From an optimization exercise on the open Yosys and OpenROAD flow, aimed at small area; shortcuts taken in it are not production practice.
Only simulation tests tie the RTL to the original design; equivalence was not proved.
The clock port is modelled as an ideal driver; clocking choices that lean on that would not hold on a real chip.
No activity file was given, so power comes from the tool's default toggle rates.

== north ==
// audio_processing
module audio_processing #(
    parameter int num_taps = 8,
    parameter int bclk_div = 4
) (
    input  logic                        clk,
    input  logic                        rst,
    input  logic                        audio_enable,
    input  logic                        i2s_bclk,
    input  logic                        i2s_lrclk,
    input  logic                        i2s_d,
    input  logic                        coef_wr_en,
    input  audio_pkg::band_t            coef_band,
    input  logic [$clog2(num_taps)-1:0] coef_addr,
    input  audio_pkg::coef_t            coef_data,
    input  logic                        gain_wr_en,
    input  audio_pkg::band_t            gain_band,
    input  audio_pkg::gain_t            gain_data,
    output logic                        dac_bclk,
    output logic                        dac_lrclk,
    output logic                        dac_data
);
    logic        clr;
    logic        left_soon, frame_soon, frame_done;
    logic [23:0] shift_sr;
    logic [4:0]  seq;
    logic [3:0]  hist_cnt;           
  ...
Size in the first run: about 4,000 cells after synthesis, roughly 990 flip-flops, ~48 I/O pins, about 0.051 mm² of cells after synthesis.
clock: 20.0 ns
lec_check: 0
cap_margin: 20
core_margin: 2
core_utilization: 70
cts_buf_list: sky130_fd_sc_hd__clkbuf_16
cts_cluster_diameter: 100
cts_cluster_size: 24
slew_margin: 20
synth_hierarchical: 1
standard.sh (not shown) runs the stock make flow with config.mk's settings and CLKGATE_MAP_FILE= SYNTH_SCRIPT=/design/flow/synth_recipe.tcl, a recipe that flattens the netlist after the stock synthesis.
==> flow/flow/run.sh <==
#!/bin/bash
set -euo pipefail
W=$PWD
{ head -n 1 synth_recipe.tcl; cat flow/abc_proc.tcl; tail -n +2 synth_recipe.tcl; } > own_synth.tcl
sed "s|SYNTH_SCRIPT=[^ ]*synth_recipe.tcl|SYNTH_SCRIPT=$W/own_synth.tcl|" standard.sh > own_standard.sh
grep -q "SYNTH_SCRIPT=$W/own_synth.tcl" own_standard.sh
export OWN_ABC_SCRIPT=$W/flow/abc_map.script
export CTS_ARGS="-sink_clustering_enable -repair_clock_nets -sink_clustering_size 24 -sink_clustering_max_diameter 100 -buf_list sky130_fd_sc_hd__clkbuf_16 -dont_use_dummy_load"
bash own_standard.sh > standard.log 2>&1
==> flow/flow/abc_map.script <==
&get -n
&st
&dch
&nf -R 1000 -p
&st
&syn2
&if -g -K 6
&synch2
&nf -R 1000 -p
&st
&syn2
&if -g -K 6
&synch2
&nf -R 1000 -p
&st
&syn2
&if -g -K 6
&synch2
&nf -R 1000 -p
&st
&syn2
&if -g -K 6
&synch2
&nf -R 1000 -p
&st
&syn2
&if -g -K 6
&synch2
&nf -R 1000 -p
&put
buffer -c
topo
stime -c
dnsize -c
==> flow/flow/abc_proc.tcl <==
# Own synthesis: ORFS's synthesis exactly as the standard flow's synth_recipe.tcl runs it, except that the
# final technology mapping (abc) uses flow/abc_map.script instead of ORFS's abc_speed.script:
# the same sequence with the delay relaxed in &nf (-R 1000, pin permutation on) and without
# upsizing, so that gates are mapped for area; the clock period leaves ample slack.
proc abc {args} {
  set i [lsearch -exact $args -script]
  if { $i >= 0 } {
    lset args [expr { $i + 1 }] $::env(OWN_ABC_SCRIPT)
  }
  yosys abc {*}$args
}
north: flow completed, timing, DRC and antenna clean
The following lists how middle was set up differently from north:
# north
export LEC_CHECK = 0
export CAP_MARGIN = 20
export CORE_MARGIN = 2
export CORE_UTILIZATION = 70
export CTS_BUF_LIST = sky130_fd_sc_hd__clkbuf_16
export CTS_CLUSTER_DIAMETER = 100
export CTS_CLUSTER_SIZE = 24
export SLEW_MARGIN = 20
export SYNTH_HIERARCHICAL = 1
create_clock -name core_clock -period 20.0 [get_ports {clk}]
# middle
export LEC_CHECK = 0
export CAP_MARGIN = 20
export CORE_MARGIN = 2
export CORE_UTILIZATION = 65
export CTS_BUF_LIST = sky130_fd_sc_hd__clkbuf_16
export CTS_CLUSTER_DIAMETER = 100
export CTS_CLUSTER_SIZE = 20
export SLEW_MARGIN = 20
export SYNTH_HIERARCHICAL = 1
create_clock -name core_clock -period 20.0 [get_ports {clk}]
diff --git a/flow/flow/run.sh b/flow/flow/run.sh
--- a/flow/flow/run.sh
+++ b/flow/flow/run.sh
@@ -8 +8 @@
-export CTS_ARGS="-sink_clustering_enable -repair_clock_nets -sink_clustering_size 24 -sink_clustering_max_diameter 100 -buf_list sky130_fd_sc_hd__clkbuf_16 -dont_use_dummy_load"
+export CTS_ARGS="-sink_clustering_enable -repair_clock_nets -sink_clustering_size 20 -sink_clustering_max_diameter 100 -buf_list sky130_fd_sc_hd__clkbuf_16 -dont_use_dummy_load"
Results
Against north, register-to-register setup slack in middle came out worse. Compared to north, the routing of middle uses less wire. Comparing north and middle, the lower maximum VDD drop was measured on middle. Of the two candidates, north has the better design area and middle the worse one. Row final cell count: middle higher / north lower. Relative to north, the data arrival time of the critical path of middle is higher by 460 ps. The setup slack of middle is smaller than that of north. Share of the cycle needed by the critical path after routing: middle > north. Row all-layer global routing usage: middle lower / north higher.


run A:
Another version of the RTL of audio_processing (not shown whole).
For scale: ~3600 cells after synthesis, ~48 I/O pins.
clock: 20.0 ns
lec_check: 0
cap_margin: 20
core_margin: 2
core_utilization: 65
cts_buf_list: sky130_fd_sc_hd__clkbuf_16
cts_cluster_diameter: 150
cts_cluster_size: 24
slew_margin: 20
synth_hierarchical: 1
run.sh (not shown) runs the stock make flow with config.mk's settings and CLKGATE_MAP_FILE= SYNTH_SCRIPT=/design/flow/synth_recipe.tcl, a recipe that flattens the netlist after the stock synthesis.
Stock flow here: none of the scripts above is used.
Run A: flow completed, timing, DRC and antenna clean
> inputs changed (run A -> run B)
- a change of CTS_CLUSTER_SIZE from 24 to 20
- a change of CTS_CLUSTER_DIAMETER from 150 to 100
Findings:
- Run B completed every stage of the flow, and the final layout passed the timing, design-rule and antenna checks.
- Routed wire length of run B exceeds that of run A slightly.
- Summary of run B over run A: non-filler instance count after layout rose by about 0.46%; share of power burned in combinational logic fell by 1.1 points; final critical-path required period fell by 0.013 ns; total power of the final layout rose by about 1.5%.
- In the metrics for run B and run A, the one carrying the higher met2 track utilization from global routing is run B.
- Run B ended up with a higher maximum vdd ir drop than run A did.
- Comparing run B with run A, the via count came out essentially unchanged.
What run C does differently from run B at the input level:
- swapping 20 for 30 in CTS_CLUSTER_SIZE
--- outcome ---
- The fmax of run C and that of run B are within noise of each other.
- From run B to run C the numbers moved as follows: wire length -about 0.8%; total power now sits lower; clock-pin slew on the worst setup and hold paths increased 0.02 ns.
- Run B -> run C: area of the die delta 0, exact match
- Relative to run B, layout net count has decreased by 15 in run C.
- Row global-route usage: run C lower / run B higher
- Between run B and run C, the difference in routed wirelength normalized by instance count is negligible.
- Clock latency of the later-clocked register in the worst-skew pair, run B and run C, lower one = run C.
- Run C has completed all stages; timing, DRC and antenna checks passed.
- Run C vs run B: clock-cell share of area down
Input changes introduced in run D (baseline for comparison: run C):
- a change of CAP_MARGIN from 20 to 0
- a change of CTS_CLUSTER_SIZE from 30 to 20
- a change of SLEW_MARGIN from 20 to 0
Results
- Comparing run C against run D, there is no change at all in effective utilization at floorplan.
- Shortest period the worst path allows delta (run D − run C): unfavourable
- Sort run D and run C by source-to-sink clock delay at the later pin of the worst-skew pair, ascending, and run C comes first.
- Die area came out exactly the same in run D and run C.
- Route | run D vs run C | wire longer in run D
- In run D the proportion of cell area occupied by registers turned out 0.21 points lower than in run C.

-- re-timing with driven ports --
The results above use ideal ports. As a check the final layouts listed here were re-extracted and re-timed, cells and wires unchanged.
Step 1: set_driving_cell puts a clkbuf_16 on clk and a buf_2 on each other input, an assumption about the parent block.
Step 2 times the ports against the registers' clock, not the clock port: input delays grow and output delays shrink by t, the midpoint of the rising clock arrivals with the driver on.
a / b / c = ideal / step 1 / step 2; a / b = the first two.
run	t, ns	slack for setup (ns)	worst hold slack (ns)	worst register clock-pin slew, ns	pins driven straight from the clock port
north	0.686	3.198 / 3.198 / 3.198	0.302 / 0.302 / 0.302	0.10 / 0.10	1
middle	0.690	2.743 / 2.743 / 2.743	0.342 / 0.342 / 0.342	0.10 / 0.10	1
run A	0.714	2.691 / 2.691 / 2.691	0.408 / 0.408 / 0.408	0.12 / 0.12	1
run B	0.724	2.704 / 2.704 / 2.704	0.406 / 0.406 / 0.406	0.10 / 0.10	1
run C	0.704	2.698 / 2.698 / 2.698	0.406 / 0.406 / 0.406	0.12 / 0.12	1
run D	0.732	2.539 / 2.539 / 2.539	0.417 / 0.417 / 0.417	0.10 / 0.10	1
After both steps every run listed still meets setup and hold.
